Context: an optimization exercise on an open-source flow, tuned for small area, a short achievable clock period and few clock cycles. The choices shown serve that exercise and are no tape-out recipe.
In this exercise RTL edits were held to simulation tests only and were not proved equivalent to the original.
Power and IR drop assume default switching activity.

==> 03-08: inputs <==
// vblank_rate_monitor
module vblank_rate_monitor
(
    input  logic        clk,
    input  logic        rst_n,
    input  logic        in_valid,
    output logic        in_stall,
    input  logic        in_req_type,
    input  logic [63:0] in_vblank_seq,
    input  logic [63:0] in_vblank_time_ns,
    input  logic [62:0] in_host_time_ns,
    output logic        out_valid,
    input  logic        out_stall,
    output logic [30:0] out_seq_advance,
    output logic [63:0] out_corrected_time_ns,
    output logic [2:0]  out_verdict,
    output logic [31:0] out_measured_rate_q,
    output logic        out_streak_warning,
    input  logic        cfg_we,
    input  logic [2:0]  cfg_index,
    input  logic [39:0] cfg_data
);
==> flow/config.mk <==
export PLATFORM = sky130hd
export DESIGN_NAME = vblank_rate_monitor
export DESIGN_NICKNAME = vblank_rate_monitor
export VERILOG_FILES = /design/flow/design.v
export SDC_FILE = /design/flow/constraint.sdc
export NUM_CORES = 4
export LEC_CHECK = 0
export CAP_MARGIN = 20
export CORE_MARGIN = 2
export CORE_UTILIZATION = 55
export SETUP_SLACK_MARGIN = 3
export SLEW_MARGIN = 20
==> flow/constraint.sdc <==
create_clock -name core_clock -period 12.0 [get_ports {clk}]
set_input_delay 2.4000 -clock core_clock [delete_from_list [all_inputs] [get_ports {clk}]]
set_output_delay 2.4000 -clock core_clock [all_outputs]
set_load 0.01 [all_outputs]
run.sh (not shown) runs the stock make flow with config.mk's settings and CLKGATE_MAP_FILE= SYNTH_SCRIPT=/design/flow/synth_recipe.tcl, a recipe that flattens the netlist after the stock synthesis.
==> inputs of 11-09, as changes to 03-08 <==
--- a/flow/design.v
+++ b/flow/design.v
@@ -148,16 +148,63 @@
         begin
             q  = 2'd0;
             rn = w[29:0];
         end
     end
 endmodule
 `default_nettype wire
 `default_nettype none
+module vrm_ppmcs
+(
+    input  logic [22:0] rs,
+    input  logic [22:0] rc,
+    input  logic        b,
+    input  logic [19:0] m,
+    output logic [1:0]  k,
+    output logic [22:0] rs_n,
+    output logic [22:0] rc_n
+);
+    logic [22:0] a1;
+    logic [22:0] a2;
+    logic [22:0] a3;
+    logic [22:0] ts;
+    logic [22:0] tc;
+    logic [5:0]  e;
+    logic [22:0] neg;
+    always_comb
+    begin
+        a1 = {rs[21:0], 1'b0};
+        a2 = {rc[21:0], 1'b0};
+        a3 = b ? {3'b0, m} : 23'd0;
+        ts = a1 ^ a2 ^ a3;
+        tc = {((a1[21:0] & a2[21:0]) | (a1[21:0] & a3[21:0]) | (a2[21:0] & a3[21:0])), 1'b0};
+        e  = ts[22:17] + tc[22:17];
+        if (e[5])
+            k = 2'd0;
+        else if (e >= 6'd23)
+            k = 2'd3;
+        else if (e >= 6'd16)
+            k = 2'd2;
+        else if (e >= 6'd8)
+            k = 2'd1;
+        else
+            k = 2'd0;
+        case (k)
+            2'd3:    neg = 23'(-23'sd3000000);
+            2'd2:    neg = 23'(-23'sd2000000);
+            2'd1:    neg = 23'(-23'sd1000000);
+            default: neg = 23'd0;
+        endcase
+        rs_n = ts ^ tc ^ neg;
+        rc_n = {((ts[21:0] & tc[21:0]) | (ts[21:0] & neg[21:0]) | (tc[21:0] & neg[21:0])), 1'b0};
+    end
+endmodule
+`default_nettype wire
+`default_nettype none
 module vblank_rate_monitor
 (
     input  logic        clk,
     input  logic        rst_n,
     input  logic        in_valid,
     output logic        in_stall,
     input  logic        in_req_type,
     input  logic [63:0] in_vblank_seq,
@@ -170,19 +217,16 @@
     output logic [2:0]  out_verdict,
     output logic [31:0] out_measured_rate_q,
     output logic        out_streak_warning,
     input  logic        cfg_we,
     input  logic [2:0]  cfg_index,
     input  logic [39:0] cfg_data
 );
     localparam logic [21:0] C_NS = 22'd3906250;    
-    localparam logic [15:0] K1 = 16'd15625;       
-    localparam logic [15:0] K2 = 16'd31250;
-    localparam logic [15:0] K3 = 16'd46875;
     localparam logic [1:0] S_IDLE = 2'd0;
     localparam logic [1:0] S_MUL  = 2'd1;
     localparam logic [1:0] S_DIV  = 2'd2;
     localparam logic [1:0] S_FIN  = 2'd3;
     logic [31:0] clock_rate_q;
     logic [39:0] window_ns;
     logic [19:0] mismatch_min_ppm;
     logic [19:0] mismatch_max_ppm;
@@ -242,17 +286,17 @@
     logic        first_r;
     logic        narrow_r;     
     logic [31:0] d3_r;         
     logic [1:0]  pj_job;
     logic        pj_busy;
     logic        pj_cfg;
     logic [3:0]  pj_pos;
     logic [32:0] pj_q;
-    logic [19:0] pj_r;
+    logic        pj_nz;
     logic [32:0] t_min;
     logic [32:0] t_max;
     logic        out_free;
     logic        consume;
     logic [63:0] hv_in;
     assign out_free = !out_valid_r || !out_stall;
     assign in_stall = (state != S_IDLE) || adj_r || !out_free || pj_cfg;
     assign consume  = in_valid && !in_stall;
@@ -382,18 +426,18 @@
     vrm_add #(33) u_dp (.a({1'b0, rate}), .b(~{1'b0, pending}), .ci(1'b1), .s(dp), .co());
     logic [32:0] pj_qm1;
     assign xc = dc[32] ? ~dc[31:0] : dc[31:0];
     assign xp = dp[32] ? ~dp[31:0] : dp[31:0];
     assign pj_qm1  = pj_q - 33'd1;
     assign discard = dc[32] ? ({1'b0, xc} >= t_max) : ({1'b0, xc} > t_max);
     assign in_band = dc[32] ? ({1'b0, xc} < t_min) : ({1'b0, xc} <= t_min);
     assign agree   = dp[32] ? ((pj_q != 33'd0)
-                               && (({1'b0, xp} < pj_qm1) || (({1'b0, xp} == pj_qm1) && (pj_r != 20'd0))))
-                            : (({1'b0, xp} < pj_q) || (({1'b0, xp} == pj_q) && (pj_r != 20'd0)));
+                               && (({1'b0, xp} < pj_qm1) || (({1'b0, xp} == pj_qm1) && pj_nz)))
+                            : (({1'b0, xp} < pj_q) || (({1'b0, xp} == pj_q) && pj_nz));
     assign streak_inc = (streak == 8'hFF) ? streak : streak + 8'd1;
     assign fin_go   = (state == S_FIN) && !pj_busy && out_free;
     assign fin_cmp  = fin_go && (clock_rate_q != 32'd0);
     assign fin_cand = fin_cmp && !discard && !in_band && ((pending == 32'd0) || !agree);
     always_ff @(posedge clk or negedge rst_n)
     begin
         if (!rst_n)
         begin
@@ -561,120 +605,81 @@
                     else
                         verdict_r <= 3'd3;
                 end
             end
         endcase
     end
     logic        pj_ld;        
     logic        pj_fold;      
-    logic [31:0] pj_opr;
-    logic [3:0]  pj_v;
+    logic [32:0] pj_opr;
+    logic [4:0]  pj_v;
+    logic [22:0] pj_rs;
+    logic [22:0] pj_rc;
     logic [19:0] pj_m;
-    logic [7:0]  pj_s1;
-    logic [15:0] pj_t1;
+    logic [19:0] pj_mr;
     logic [1:0]  pj_k1;
-    logic [13:0] pj_h1;
-    logic [19:0] pj_r1;
-    logic [7:0]  pj_s2;
-    logic [15:0] pj_t2;
     logic [1:0]  pj_k2;
-    logic [13:0] pj_h2;
-    logic [19:0] pj_r2;
+    logic [1:0]  pj_k3;
+    logic [22:0] pj_s1;
+    logic [22:0] pj_c1;
+    logic [22:0] pj_s2;
+    logic [22:0] pj_c2;
+    logic [22:0] pj_s3;
+    logic [22:0] pj_c3;
     logic [32:0] pj_qf;
+    logic [22:0] pj_rf;
+    logic        pj_corr;
     always_comb
     begin
         case (pj_job)
             2'd0:    pj_m = mismatch_min_ppm;
             2'd1:    pj_m = mismatch_max_ppm;
             default: pj_m = agree_ppm;
         endcase
-        pj_s1  = {1'b0, pj_r[5:0], 1'b0} + (pj_opr[31] ? {2'b0, pj_m[5:0]} : 8'd0);
-        pj_t1  = {1'b0, pj_r[19:6], 1'b0} + (pj_opr[31] ? {2'b0, pj_m[19:6]} : 16'd0)
-               + {14'b0, pj_s1[7:6]};
-        if (pj_t1 >= K3)
-        begin
-            pj_k1 = 2'd3;
-            pj_h1 = 14'(pj_t1 - K3);
-        end
-        else if (pj_t1 >= K2)
-        begin
-            pj_k1 = 2'd2;
-            pj_h1 = 14'(pj_t1 - K2);
-        end
-        else if (pj_t1 >= K1)
-        begin
-            pj_k1 = 2'd1;
-            pj_h1 = 14'(pj_t1 - K1);
-        end
-        else
-        begin
-            pj_k1 = 2'd0;
-            pj_h1 = pj_t1[13:0];
-        end
-        pj_r1 = {pj_h1, pj_s1[5:0]};
-        pj_s2  = {1'b0, pj_r1[5:0], 1'b0} + (pj_opr[30] ? {2'b0, pj_m[5:0]} : 8'd0);
-        pj_t2  = {1'b0, pj_r1[19:6], 1'b0} + (pj_opr[30] ? {2'b0, pj_m[19:6]} : 16'd0)
-               + {14'b0, pj_s2[7:6]};
-        if (pj_t2 >= K3)
-        begin
-            pj_k2 = 2'd3;
-            pj_h2 = 14'(pj_t2 - K3);
-        end
-        else if (pj_t2 >= K2)
-        begin
-            pj_k2 = 2'd2;
-            pj_h2 = 14'(pj_t2 - K2);
-        end
-        else if (pj_t2 >= K1)
-        begin
-            pj_k2 = 2'd1;
-            pj_h2 = 14'(pj_t2 - K1);
-        end
-        else
-        begin
-            pj_k2 = 2'd0;
-            pj_h2 = pj_t2[13:0];
-        end
-        pj_r2 = {pj_h2, pj_s2[5:0]};
-        pj_qf = {pj_q[30:0], 2'b0} + {29'b0, pj_v};
+        pj_qf = {pj_q[29:0], 3'b0} + {28'b0, pj_v};
     end
+    vrm_ppmcs u_pj1 (.rs(pj_rs), .rc(pj_rc), .b(pj_opr[32]), .m(pj_mr), .k(pj_k1), .rs_n(pj_s1), .rc_n(pj_c1));
+    vrm_ppmcs u_pj2 (.rs(pj_s1), .rc(pj_c1), .b(pj_opr[31]), .m(pj_mr), .k(pj_k2), .rs_n(pj_s2), .rc_n(pj_c2));
+    vrm_ppmcs u_pj3 (.rs(pj_s2), .rc(pj_c2), .b(pj_opr[30]), .m(pj_mr), .k(pj_k3), .rs_n(pj_s3), .rc_n(pj_c3));
+    vrm_add #(23) u_pjf (.a(pj_rs), .b(pj_rc), .ci(1'b0), .s(pj_rf), .co());
+    assign pj_corr = (pj_rf >= 23'd1000000);
     logic pj_step;
     assign pj_step = pj_busy && !pj_ld && !pj_fold;
     always_ff @(posedge clk or negedge rst_n)
     begin
         if (!rst_n)
         begin
             pj_busy <= 1'b0;
             pj_cfg  <= 1'b0;
             pj_ld   <= 1'b0;
             pj_fold <= 1'b0;
             pj_job  <= 2'd0;
-            pj_pos  <= 4'd15;
+            pj_pos  <= 4'd10;
         end
         else if (cfg_we)
         begin
             pj_busy <= 1'b1;
             pj_cfg  <= 1'b1;
             pj_ld   <= 1'b1;
             pj_fold <= 1'b0;
             pj_job  <= 2'd0;
         end
         else if (fin_cand)
         begin
             pj_busy <= 1'b1;
             pj_ld   <= 1'b0;
             pj_fold <= 1'b0;
             pj_job  <= 2'd2;
-            pj_pos  <= 4'd15;
+            pj_pos  <= 4'd10;
         end
         else if (pj_ld)
         begin
             pj_ld  <= 1'b0;
-            pj_pos <= 4'd15;
+            pj_pos <= 4'd10;
         end
         else if (pj_fold)
         begin
             pj_fold <= 1'b0;
             if (pj_job == 2'd2)
             begin
                 pj_busy <= 1'b0;
                 pj_cfg  <= 1'b0;
@@ -692,35 +697,38 @@
                 pj_fold <= 1'b1;
         end
     end
     always_ff @(posedge clk)
     begin
         if (fin_cand || pj_ld)
         begin
             pj_q   <= 33'd0;
-            pj_r   <= 20'd0;
-            pj_v   <= 4'd0;
-            pj_opr <= fin_cand ? rate : ((pj_job == 2'd2) ? pending : clock_rate_q);
+            pj_rs  <= 23'd0;
+            pj_rc  <= 23'd0;
+            pj_v   <= 5'd0;
+            pj_mr  <= fin_cand ? agree_ppm : pj_m;
+            pj_opr <= {1'b0, fin_cand ? rate : ((pj_job == 2'd2) ? pending : clock_rate_q)};
         end
         else if (pj_fold)
         begin
-            pj_q <= pj_qf;
-            pj_v <= 4'd0;
+            pj_q  <= pj_qf + {32'b0, pj_corr};
+            pj_nz <= (pj_rf != 23'd0) && (pj_rf != 23'd1000000);
             if (pj_job == 2'd0)
-                t_min <= pj_qf;
+                t_min <= pj_qf + {32'b0, pj_corr};
             if (pj_job == 2'd1)
-                t_max <= pj_qf;
+                t_max <= pj_qf + {32'b0, pj_corr};
         end
         else if (pj_step)
         begin
             pj_q   <= pj_qf;
-            pj_v   <= {1'b0, pj_k1, 1'b0} + {2'b0, pj_k2};
-            pj_r   <= pj_r2;
-            pj_opr <= {pj_opr[29:0], 2'b0};
+            pj_v   <= {1'b0, pj_k1, 2'b0} + {2'b0, pj_k2, 1'b0} + {3'b0, pj_k3};
+            pj_rs  <= pj_s3;
+            pj_rc  <= pj_c3;
+            pj_opr <= {pj_opr[29:0], 3'b0};
         end
     end
     assign out_valid             = out_valid_r;
     assign out_seq_advance       = adv_r;
     vrm_add #(64) u_cor (.a(adj_r ? (adj_neg ? ~{34'b0, max_slew_ns} : {34'b0, max_slew_ns}) : cor_r),
                          .b(offset), .ci(adj_r && adj_neg), .s(cor_sum), .co());
     assign out_corrected_time_ns = cor_sum;
     assign out_verdict           = verdict_r;
==> notes <==
03-08 ran to the end with no violations. 11-09 finished with timing, DRC and antenna clean.
Of 03-08 and 11-09, 11-09 has the higher sequential power (gap about 6.4%, measured against 11-09).
Against 03-08, the via count of 11-09 is higher by 1.4%.
Between 11-09 and 03-08, the lower critical path depth is in 11-09 (gap 3).
Against 03-08, the clock skew of 11-09 is lower by 11 ps.
In 03-08 the maximum frequency is higher than in 11-09, by 1.2%.
Against 03-08, the synthesized area of 11-09 is larger by about 4%.
Global-route usage: 11-09 is lower than 03-08 (0.44 points).
Of 03-08 and 11-09, 03-08 has the higher hold slack (gap 21 ps).
Testbench counts of 03-08, summed over its fixed seeds: cycles 12,399.
Testbench counts of 11-09, summed over its fixed seeds: cycles 11,317.

## re-timing with driven ports
No port has a modelled driver above. Below, the same layouts with a new extraction and two added sets of constraints.
Step 1 assumes that a clkbuf_16 drives the clock port and a buf_2 every other input.
Step 2 times the ports against the registers' clock, not the clock port: input delays grow and output delays shrink by t, the midpoint of the rising clock arrivals with the driver on.
a / b / c = ideal / step 1 / step 2; a / b = the first two.
run	shift t [ns]	slack for setup (ns)	worst slew at a driven data input, ns
03-08	0.861	2.910 / 2.910 / 2.418	0.17
11-09	0.851	2.800 / 2.800 / 2.396	0.09
After both steps setup and hold are still met in every run listed. For 03-08, which loses most, drivers alone change the setup slack by 0.000 ns; drivers and shift together by -0.492 ns.
